Context: an optimization exercise on an open-source flow, tuned for small area, a short achievable clock period and few clock cycles. The choices shown serve that exercise and are no tape-out recipe. At most, simulation tests tie the RTL to the original design; equivalence was not proved. Power and IR drop assume default switching activity.

==> garnet <==
// servo_bus_status_frame_parser_core
module servo_bus_status_frame_parser_core (
    input  logic                            i_clk,
    input  logic                            i_rst_n,
    input  logic                            i_cfg_we,
    input  logic [sbsp_pkg::CFG_IDX_W-1:0]  i_cfg_idx,
    input  logic [sbsp_pkg::CFG_DATA_W-1:0] i_cfg_data,
    input  logic                            i_rx_valid,
    output logic                            o_rx_ready,
    input  logic [sbsp_pkg::BYTE_W-1:0]     i_rx_byte,
    output logic                            o_res_valid,
    input  logic                            i_res_ready,
    output logic [1:0]                      o_res_status,
    output logic [sbsp_pkg::BYTE_W-1:0]     o_res_servo_id,
    output logic [sbsp_pkg::BYTE_W-1:0]     o_res_error_byte,
    output logic                            o_res_data_valid,
    output logic [sbsp_pkg::BYTE_W-1:0]     o_res_data_byte,
    output logic [sbsp_pkg::PAR_W-1:0]      o_res_data_index,
    output logic                            o_res_last
);
export LEC_CHECK = 0
export CAP_MARGIN = 20
export CORE_MARGIN = 2
export CORE_UTILIZATION = 40
export CTS_CLUSTER_DIAMETER = 100
export CTS_CLUSTER_SIZE = 24
export PLACE_DENSITY = 0.6
export SETUP_SLACK_MARGIN = 3.0
export SLEW_MARGIN = 20
create_clock -name core_clock -period 5.0 [get_ports {i_clk}]
standard.sh (not shown) runs the stock make flow with config.mk's settings and CLKGATE_MAP_FILE= SYNTH_SCRIPT=/design/flow/synth_recipe.tcl, a recipe that flattens the netlist after the stock synthesis.
==> flow/flow/run.sh <==
#!/bin/bash
# The standard layout, with the port buffers made from buf_2 cells instead of the
# slower cells buffer_ports picks by itself. Each tool's full output goes to its own log.
set -euo pipefail
bash standard.sh BUFFER_PORTS_ARGS="-buffer_cell sky130_fd_sc_hd__buf_2" finish > standard_flow.log 2>&1
==> indigo (differences from garnet) <==
--- a/flow/design.v
+++ b/flow/design.v
@@ -85,11 +85,11 @@
     output logic                            o_res_data_valid,
     output logic [sbsp_pkg::BYTE_W-1:0]     o_res_data_byte,
     output logic [sbsp_pkg::PAR_W-1:0]      o_res_data_index,
     output logic                            o_res_last
 );
-    localparam int QD = 3;                  
+    localparam int QD = 4;                  
     localparam int QW = 2;
     logic [BYTE_W-1:0] r_scan_limit, n_scan_limit;
     logic [LEN_W-1:0]  r_max_length;
     always_comb begin
         n_scan_limit = r_scan_limit;
@@ -125,23 +125,12 @@
     logic              r_c1,    n_c1;        
     logic              r_lge4,  n_lge4;      
     logic [PAR_W-1:0]  r_lix,   n_lix;       
     logic [5:0]        r_wh;                 
     logic [7:0]        r_wl;                 
-    logic [2:0]        r_fh;                 
-    logic [2:0]        r_fl;                 
-    logic [2:0]        wh_enc, wl_enc;
-    logic [5:0]        fh_dec;
-    logic [7:0]        fl_dec;
-    always_comb begin
-        wh_enc = '0;
-        wl_enc = '0;
-        for (int g = 0; g < 6; g++) if (r_wh[g]) wh_enc = wh_enc | 3'(g);
-        for (int j = 0; j < 8; j++) if (r_wl[j]) wl_enc = wl_enc | 3'(j);
-        for (int g = 0; g < 6; g++) fh_dec[g] = (r_fh == 3'(g));
-        for (int j = 0; j < 8; j++) fl_dec[j] = (r_fl == 3'(j));
-    end
+    logic [5:0]        r_fh;                 
+    logic [7:0]        r_fl;
     logic              r_disc;               
     logic              buf_we;
     logic              is_ff;
     logic              len_ok;
     logic              sum_ok;
@@ -259,28 +248,28 @@
             r_ph_e <= 1'b0; r_ph_p <= 1'b0; r_ph_c <= 1'b0;
             r_pff  <= 1'b0;
             r_sc   <= 8'd1;
             r_wh   <= 6'd1;
             r_wl   <= 8'd1;
-            r_fh   <= '0;
-            r_fl   <= '0;
+            r_fh   <= 6'd1;
+            r_fl   <= 8'd1;
             r_disc <= 1'b0;
         end else begin
             r_ph_h <= n_ph_h; r_ph_i <= n_ph_i; r_ph_l <= n_ph_l;
             r_ph_e <= n_ph_e; r_ph_p <= n_ph_p; r_ph_c <= n_ph_c;
             r_pff  <= n_pff;
             r_sc   <= n_sc;
             if (r_disc) begin
-                r_wh <= fh_dec;
-                r_wl <= fl_dec;
+                r_wh <= r_fh;
+                r_wl <= r_fl;
             end else if (buf_we) begin
                 r_wl <= {r_wl[6:0], r_wl[7]};
                 if (r_wl[7]) r_wh <= {r_wh[4:0], r_wh[5]};
             end
             if (r_ph_i) begin
-                r_fh <= wh_enc;
-                r_fl <= wl_enc;
+                r_fh <= r_wh;
+                r_fl <= r_wl;
             end
             r_disc <= disc;
         end
     end
     always_ff @(posedge i_clk) begin
@@ -307,113 +296,104 @@
         .i_rhi   (r_rh),
         .i_rlo   (r_rl),
         .o_rdata (buf_rdata)
     );
     logic [1:0]        q_st  [QD];
+    logic              q_dv  [QD];
     logic [BYTE_W-1:0] q_id  [QD];
     logic [BYTE_W-1:0] q_er  [QD];
     logic [PAR_W-1:0]  q_lix [QD];
+    logic              q_s   [QD];           
     logic [QW-1:0]     r_qh, r_qt;
     logic [QW:0]       r_qn;
     logic              r_pushd;
     logic              q_full;
     logic              pop;
     assign q_full = (r_qn == (QW+1)'(QD)) || (r_pushd && r_qn == (QW+1)'(QD - 1));
     always_ff @(posedge i_clk) begin
         if (r_bv && !q_full) begin
             q_st[r_qt]  <= push_st;
+            q_dv[r_qt]  <= push_dv;
             q_id[r_qt]  <= push_id;
             q_er[r_qt]  <= push_er;
             q_lix[r_qt] <= r_lix;
+            q_s[r_qt]   <= !push_dv || (r_lix == '0);
         end
     end
     logic              r_ov;
     logic [1:0]        r_ost;
     logic [BYTE_W-1:0] r_oid;
     logic [BYTE_W-1:0] r_oer;
     logic              r_odv;
     logic [BYTE_W-1:0] r_obyte;
     logic [PAR_W-1:0]  r_oidx;
     logic              r_olast;
+    logic [PAR_W-1:0]  r_rk;
     logic              r_rd;
-    logic              r_act;                
-    logic [PAR_W-1:0]  r_arem;               
-    logic              r_al;                 
+    logic              r_hl;                 
     logic              r_hdv;                
-    logic              r_hs;                 
     logic              ld;
     logic              qne;
     logic              take;
     logic              rd;
     logic [QW-1:0]     qh1;
     assign ld   = !r_ov || i_res_ready;
     assign qne  = (r_qn != '0);
-    assign take = ld && (r_act || qne);
-    assign pop  = take && !r_act;
-    assign rd   = take && (r_act || r_hdv);
-    assign qh1  = (r_qh == QW'(QD - 1)) ? '0 : r_qh + 1'b1;
-    logic dv_h, dv_h1, s_h, s_h1;
-    assign dv_h  = (q_st[r_qh] == ST_OK) && !(q_lix[r_qh][5] && q_lix[r_qh][4]);
-    assign dv_h1 = (q_st[qh1] == ST_OK) && !(q_lix[qh1][5] && q_lix[qh1][4]);
-    assign s_h   = !dv_h  || (q_lix[r_qh] == '0);
-    assign s_h1  = !dv_h1 || (q_lix[qh1] == '0);
+    assign take = ld && qne;
+    assign pop  = take && r_hl;
+    assign rd   = take && r_hdv;
+    assign qh1  = r_qh + 1'b1;
     logic [QW:0] qn_pop, qn_keep;
     assign qn_pop  = r_pushd ? r_qn : r_qn - 1'b1;
     assign qn_keep = r_pushd ? r_qn + 1'b1 : r_qn;
     always_ff @(posedge i_clk) begin
         if (!i_rst_n) begin
             r_ov    <= 1'b0;
             r_qh    <= '0;
             r_qt    <= '0;
             r_qn    <= '0;
             r_pushd <= 1'b0;
-            r_act   <= 1'b0;
+            r_rk    <= '0;
             r_rh    <= 6'd1;
             r_rl    <= 8'd1;
             r_rd    <= 1'b0;
         end else begin
-            if (ld) r_ov <= r_act || qne;
-            if (push) r_qt <= (r_qt == QW'(QD - 1)) ? '0 : r_qt + 1'b1;
+            if (ld) r_ov <= qne;
+            if (push) r_qt <= r_qt + 1'b1;
             if (pop)  r_qh <= qh1;
             r_pushd <= push;
             r_qn    <= pop ? qn_pop : qn_keep;
-            if (take) r_act <= r_act ? !r_al : (r_hdv && !r_hs);
+            if (take) r_rk <= r_hl ? '0 : r_rk + 6'd1;
             if (rd) begin
                 r_rl <= {r_rl[6:0], r_rl[7]};
                 if (r_rl[7]) r_rh <= {r_rh[4:0], r_rh[5]};
             end
             r_rd <= rd;
         end
     end
     always_ff @(posedge i_clk) begin
         if (!qne) begin
-            r_hdv <= dv_h;
-            r_hs  <= s_h;
-        end else if (pop) begin
-            r_hdv <= dv_h1;
-            r_hs  <= s_h1;
-        end
-        if (take) begin
-            r_arem <= r_act ? r_arem - 6'd1 : q_lix[r_qh] - 6'd1;
-            r_al   <= r_act ? (r_arem == 6'd1) : (q_lix[r_qh] == 6'd1);
+            r_hl  <= q_s[r_qh];
+            r_hdv <= q_dv[r_qh];
+        end else if (take) begin
+            if (r_hl) begin
+                r_hl  <= q_s[qh1];
+                r_hdv <= q_dv[qh1];
+            end else begin
+                r_hl  <= (r_rk + 6'd1) == q_lix[r_qh];
+            end
         end
     end
     always_ff @(posedge i_clk) begin
         if (ld) begin
-            if (r_act) begin
-                r_obyte <= buf_rdata;
-                r_oidx  <= r_oidx + 6'd1;
-                r_olast <= r_al;
-            end else begin
-                r_ost   <= q_st[r_qh];
-                r_oid   <= q_id[r_qh];
-                r_oer   <= q_er[r_qh];
-                r_odv   <= r_hdv;
-                r_obyte <= r_hdv ? buf_rdata : '0;
-                r_oidx  <= '0;
-                r_olast <= r_hs;
-            end
+            r_ost   <= q_st[r_qh];
+            r_oid   <= q_id[r_qh];
+            r_oer   <= q_er[r_qh];
+            r_odv   <= r_hdv;
+            r_obyte <= r_hdv ? buf_rdata : '0;
+            r_oidx  <= r_hdv ? r_rk : '0;
+            r_olast <= r_hl;
         end
     end
     assign o_res_valid      = r_ov;
     assign o_res_status     = r_ost;
     assign o_res_servo_id   = r_oid;
@@ -442,15 +422,15 @@
     assign far = r_far;
     assign lim_small = (r_scan_limit <= 8'd2) || i_cfg_we;
     assign quiet = !i_cfg_we && ((r_ph_p && !r_cz && (!r_c1 || !r_bv))
                               || (r_ph_e && !r_lbad && r_lge4)
                               || (r_ph_h && far));
-    logic [QW:0] q_cnt;
-    assign q_cnt = r_qn + {{QW{1'b0}}, r_pushd};
     always_comb begin
-        if (lim_small) q_ok = (q_cnt <= (QW+1)'(QD - 3)) || (pop && q_cnt <= (QW+1)'(QD - 2));
-        else           q_ok = (q_cnt <= (QW+1)'(QD - 1)) || pop;
+        if (lim_small) q_ok = (r_qn <= (QW+1)'(QD - 3)) && !r_pushd
+                           || (r_qn <= (QW+1)'(QD - 4)) || (pop && r_qn <= (QW+1)'(QD - 2)) && !r_pushd;
+        else           q_ok = (r_qn <= (QW+1)'(QD - 1)) && !r_pushd
+                           || (r_qn <= (QW+1)'(QD - 2)) || pop;
     end
     always_comb begin
         wsum = 2'd0;
         if (r_ph_p) begin
             if (r_cz)                  wsum = 2'd1;
==> sierra (differences from garnet) <==
--- a/flow/design.v
+++ b/flow/design.v
@@ -85,11 +85,11 @@
     output logic                            o_res_data_valid,
     output logic [sbsp_pkg::BYTE_W-1:0]     o_res_data_byte,
     output logic [sbsp_pkg::PAR_W-1:0]      o_res_data_index,
     output logic                            o_res_last
 );
-    localparam int QD = 3;                  
+    localparam int QD = 4;                  
     localparam int QW = 2;
     logic [BYTE_W-1:0] r_scan_limit, n_scan_limit;
     logic [LEN_W-1:0]  r_max_length;
     always_comb begin
         n_scan_limit = r_scan_limit;
@@ -332,27 +332,27 @@
     logic [BYTE_W-1:0] r_oer;
     logic              r_odv;
     logic [BYTE_W-1:0] r_obyte;
     logic [PAR_W-1:0]  r_oidx;
     logic              r_olast;
+    logic              r_first;              
+    logic [PAR_W-1:0]  nidx;                 
     logic              r_rd;
-    logic              r_act;                
-    logic [PAR_W-1:0]  r_arem;               
-    logic              r_al;                 
+    logic              r_hl;                 
     logic              r_hdv;                
-    logic              r_hs;                 
     logic              ld;
     logic              qne;
     logic              take;
     logic              rd;
     logic [QW-1:0]     qh1;
     assign ld   = !r_ov || i_res_ready;
     assign qne  = (r_qn != '0);
-    assign take = ld && (r_act || qne);
-    assign pop  = take && !r_act;
-    assign rd   = take && (r_act || r_hdv);
-    assign qh1  = (r_qh == QW'(QD - 1)) ? '0 : r_qh + 1'b1;
+    assign take = ld && qne;
+    assign pop  = take && r_hl;
+    assign rd   = take && r_hdv;
+    assign qh1  = r_qh + 1'b1;
+    assign nidx = r_first ? '0 : r_oidx + 6'd1;
     logic dv_h, dv_h1, s_h, s_h1;
     assign dv_h  = (q_st[r_qh] == ST_OK) && !(q_lix[r_qh][5] && q_lix[r_qh][4]);
     assign dv_h1 = (q_st[qh1] == ST_OK) && !(q_lix[qh1][5] && q_lix[qh1][4]);
     assign s_h   = !dv_h  || (q_lix[r_qh] == '0);
     assign s_h1  = !dv_h1 || (q_lix[qh1] == '0);
@@ -364,56 +364,50 @@
             r_ov    <= 1'b0;
             r_qh    <= '0;
             r_qt    <= '0;
             r_qn    <= '0;
             r_pushd <= 1'b0;
-            r_act   <= 1'b0;
+            r_first <= 1'b1;
             r_rh    <= 6'd1;
             r_rl    <= 8'd1;
             r_rd    <= 1'b0;
         end else begin
-            if (ld) r_ov <= r_act || qne;
-            if (push) r_qt <= (r_qt == QW'(QD - 1)) ? '0 : r_qt + 1'b1;
+            if (ld) r_ov <= qne;
+            if (push) r_qt <= r_qt + 1'b1;
             if (pop)  r_qh <= qh1;
             r_pushd <= push;
             r_qn    <= pop ? qn_pop : qn_keep;
-            if (take) r_act <= r_act ? !r_al : (r_hdv && !r_hs);
+            if (take) r_first <= r_hl;
             if (rd) begin
                 r_rl <= {r_rl[6:0], r_rl[7]};
                 if (r_rl[7]) r_rh <= {r_rh[4:0], r_rh[5]};
             end
             r_rd <= rd;
         end
     end
     always_ff @(posedge i_clk) begin
         if (!qne) begin
+            r_hl  <= s_h;
             r_hdv <= dv_h;
-            r_hs  <= s_h;
-        end else if (pop) begin
-            r_hdv <= dv_h1;
-            r_hs  <= s_h1;
-        end
-        if (take) begin
-            r_arem <= r_act ? r_arem - 6'd1 : q_lix[r_qh] - 6'd1;
-            r_al   <= r_act ? (r_arem == 6'd1) : (q_lix[r_qh] == 6'd1);
+        end else if (take) begin
+            if (r_hl) begin
+                r_hl  <= s_h1;
+                r_hdv <= dv_h1;
+            end else begin
+                r_hl  <= (nidx + 6'd1) == q_lix[r_qh];
+            end
         end
     end
     always_ff @(posedge i_clk) begin
         if (ld) begin
-            if (r_act) begin
-                r_obyte <= buf_rdata;
-                r_oidx  <= r_oidx + 6'd1;
-                r_olast <= r_al;
-            end else begin
-                r_ost   <= q_st[r_qh];
-                r_oid   <= q_id[r_qh];
-                r_oer   <= q_er[r_qh];
-                r_odv   <= r_hdv;
-                r_obyte <= r_hdv ? buf_rdata : '0;
-                r_oidx  <= '0;
-                r_olast <= r_hs;
-            end
+            r_ost   <= q_st[r_qh];
+            r_oid   <= q_id[r_qh];
+            r_oer   <= q_er[r_qh];
+            r_odv   <= r_hdv;
+            r_obyte <= r_hdv ? buf_rdata : '0;
+            r_oidx  <= r_hdv ? nidx : '0;
+            r_olast <= r_hl;
         end
     end
     assign o_res_valid      = r_ov;
     assign o_res_status     = r_ost;
     assign o_res_servo_id   = r_oid;
@@ -442,15 +436,15 @@
     assign far = r_far;
     assign lim_small = (r_scan_limit <= 8'd2) || i_cfg_we;
     assign quiet = !i_cfg_we && ((r_ph_p && !r_cz && (!r_c1 || !r_bv))
                               || (r_ph_e && !r_lbad && r_lge4)
                               || (r_ph_h && far));
-    logic [QW:0] q_cnt;
-    assign q_cnt = r_qn + {{QW{1'b0}}, r_pushd};
     always_comb begin
-        if (lim_small) q_ok = (q_cnt <= (QW+1)'(QD - 3)) || (pop && q_cnt <= (QW+1)'(QD - 2));
-        else           q_ok = (q_cnt <= (QW+1)'(QD - 1)) || pop;
+        if (lim_small) q_ok = (r_qn <= (QW+1)'(QD - 3)) && !r_pushd
+                           || (r_qn <= (QW+1)'(QD - 4)) || (pop && r_qn <= (QW+1)'(QD - 2)) && !r_pushd;
+        else           q_ok = (r_qn <= (QW+1)'(QD - 1)) && !r_pushd
+                           || (r_qn <= (QW+1)'(QD - 2)) || pop;
     end
     always_comb begin
         wsum = 2'd0;
         if (r_ph_p) begin
             if (r_cz)                  wsum = 2'd1;
CORE_UTILIZATION = 55   (was 40)
PLACE_DENSITY = 0.7   (was 0.6)
==> onyx (differences from garnet) <==
--- a/flow/design.v
+++ b/flow/design.v
@@ -334,11 +334,12 @@
     logic [BYTE_W-1:0] r_obyte;
     logic [PAR_W-1:0]  r_oidx;
     logic              r_olast;
     logic              r_rd;
     logic              r_act;                
-    logic [PAR_W-1:0]  r_arem;               
+    logic [PAR_W-1:0]  r_alix;               
+    logic [PAR_W-1:0]  r_rk;                 
     logic              r_al;                 
     logic              r_hdv;                
     logic              r_hs;                 
     logic              ld;
     logic              qne;
@@ -391,19 +392,20 @@
         end else if (pop) begin
             r_hdv <= dv_h1;
             r_hs  <= s_h1;
         end
         if (take) begin
-            r_arem <= r_act ? r_arem - 6'd1 : q_lix[r_qh] - 6'd1;
-            r_al   <= r_act ? (r_arem == 6'd1) : (q_lix[r_qh] == 6'd1);
+            r_rk <= r_act ? r_rk + 6'd1 : 6'd1;
+            r_al <= r_act ? ((r_rk + 6'd1) == r_alix) : (q_lix[r_qh] == 6'd1);
         end
+        if (pop) r_alix <= q_lix[r_qh];
     end
     always_ff @(posedge i_clk) begin
         if (ld) begin
             if (r_act) begin
                 r_obyte <= buf_rdata;
-                r_oidx  <= r_oidx + 6'd1;
+                r_oidx  <= r_rk;
                 r_olast <= r_al;
             end else begin
                 r_ost   <= q_st[r_qh];
                 r_oid   <= q_id[r_qh];
                 r_oer   <= q_er[r_qh];
==> run summary <==
Core utilization is about the same in garnet and indigo.
Sequential power: garnet is lower than onyx (about 1%).
Between sierra and onyx, the lower worst setup slack is in sierra (gap 0.21 ns).
Cell count: indigo > garnet > onyx > sierra.
Area after synthesis, lowest first: garnet, onyx, sierra, indigo.
==> figures <==
| quantity | sierra | garnet | onyx | indigo |
|---|---|---|---|---|
| Run status | no timing/DRC/antenna violations | no timing/DRC/antenna violations | no timing/DRC/antenna violations | no timing/DRC/antenna violations |
| Switching Share | 0.275 | 0.278 | 0.275 | 0.281 |
| Proportion of cell area occupied by multi-input gates | 0.261 | 0.258 | 0.255 | 0.257 |
| Core outline area | 47,500 sq um | 64,100 sq um | 64,100 sq um | 67,000 sq um |
| Proportion of cell area occupied by registers | 0.629 | 0.618 | 0.628 | 0.624 |
| Static Leakage | 10.2 nW | 9.79 nW | 9.64 nW | 10.1 nW |
| Path length in cells of the critical path | 2 | 1 | 1 | 1 |
| Part of the Yosys area used for sequential elements | 0.703 | 0.699 | 0.705 | 0.704 |
| WL per Instance | 26.6 um | 24.9 um | 24.2 um | 25.4 um |
| Per-instance average area after synthesis | 14.6 sq um | 13.9 sq um | 14.0 sq um | 14.7 sq um |
| Well tap count | 615 | 855 | 855 | 873 |
Testbench counts of indigo, summed over its fixed seeds: cycles 43,404.
Testbench counts of onyx, summed over its fixed seeds: cycles 43,520.
The RTL of garnet and sierra was laid out without a check of its function.

-- what the ideal ports hide --
Ports are ideal in the flow. The routed layouts listed here were re-timed in OpenROAD.
Step 1 (the two cells are an assumption about what drives the block):
set clk [get_ports {i_clk}]
set_driving_cell -lib_cell sky130_fd_sc_hd__clkbuf_16 $clk
set_driving_cell -lib_cell sky130_fd_sc_hd__buf_2 [delete_from_list [all_inputs] $clk]
Step 2 moves the port delays by t, midway between the first and last clock arrival at a register: inputs arrive t later, outputs are due t later. That takes back most of the time a late clock gives input paths.
Slacks: no drivers / after step 1 / after step 2; pairs: no drivers / after step 1.
| run | t, ns | setup WS [ns] | hold slack, ns | latest minus earliest clock arrival (ns) | pins driven straight from the clock port |
|---|---|---|---|---|---|
| garnet | 0.686 | 2.781 / 2.716 / 2.455 | 0.466 / 0.442 / 0.466 | 0.032 / 0.033 | 1 |
| indigo | 0.634 | 2.798 / 2.737 / 2.498 | 0.463 / 0.463 / 0.463 | 0.040 / 0.040 | 1 |
| sierra | 0.684 | 2.612 / 2.558 / 2.384 | 0.448 / 0.416 / 0.464 | 0.040 / 0.040 | 1 |
| onyx | 0.669 | 2.818 / 2.759 / 2.553 | 0.472 / 0.442 / 0.476 | 0.039 / 0.038 | 1 |
After both steps setup and hold are still met in every run listed. The setup slack of garnet, which loses most, moves by -0.065 ns with the drivers and by -0.326 ns with both steps.
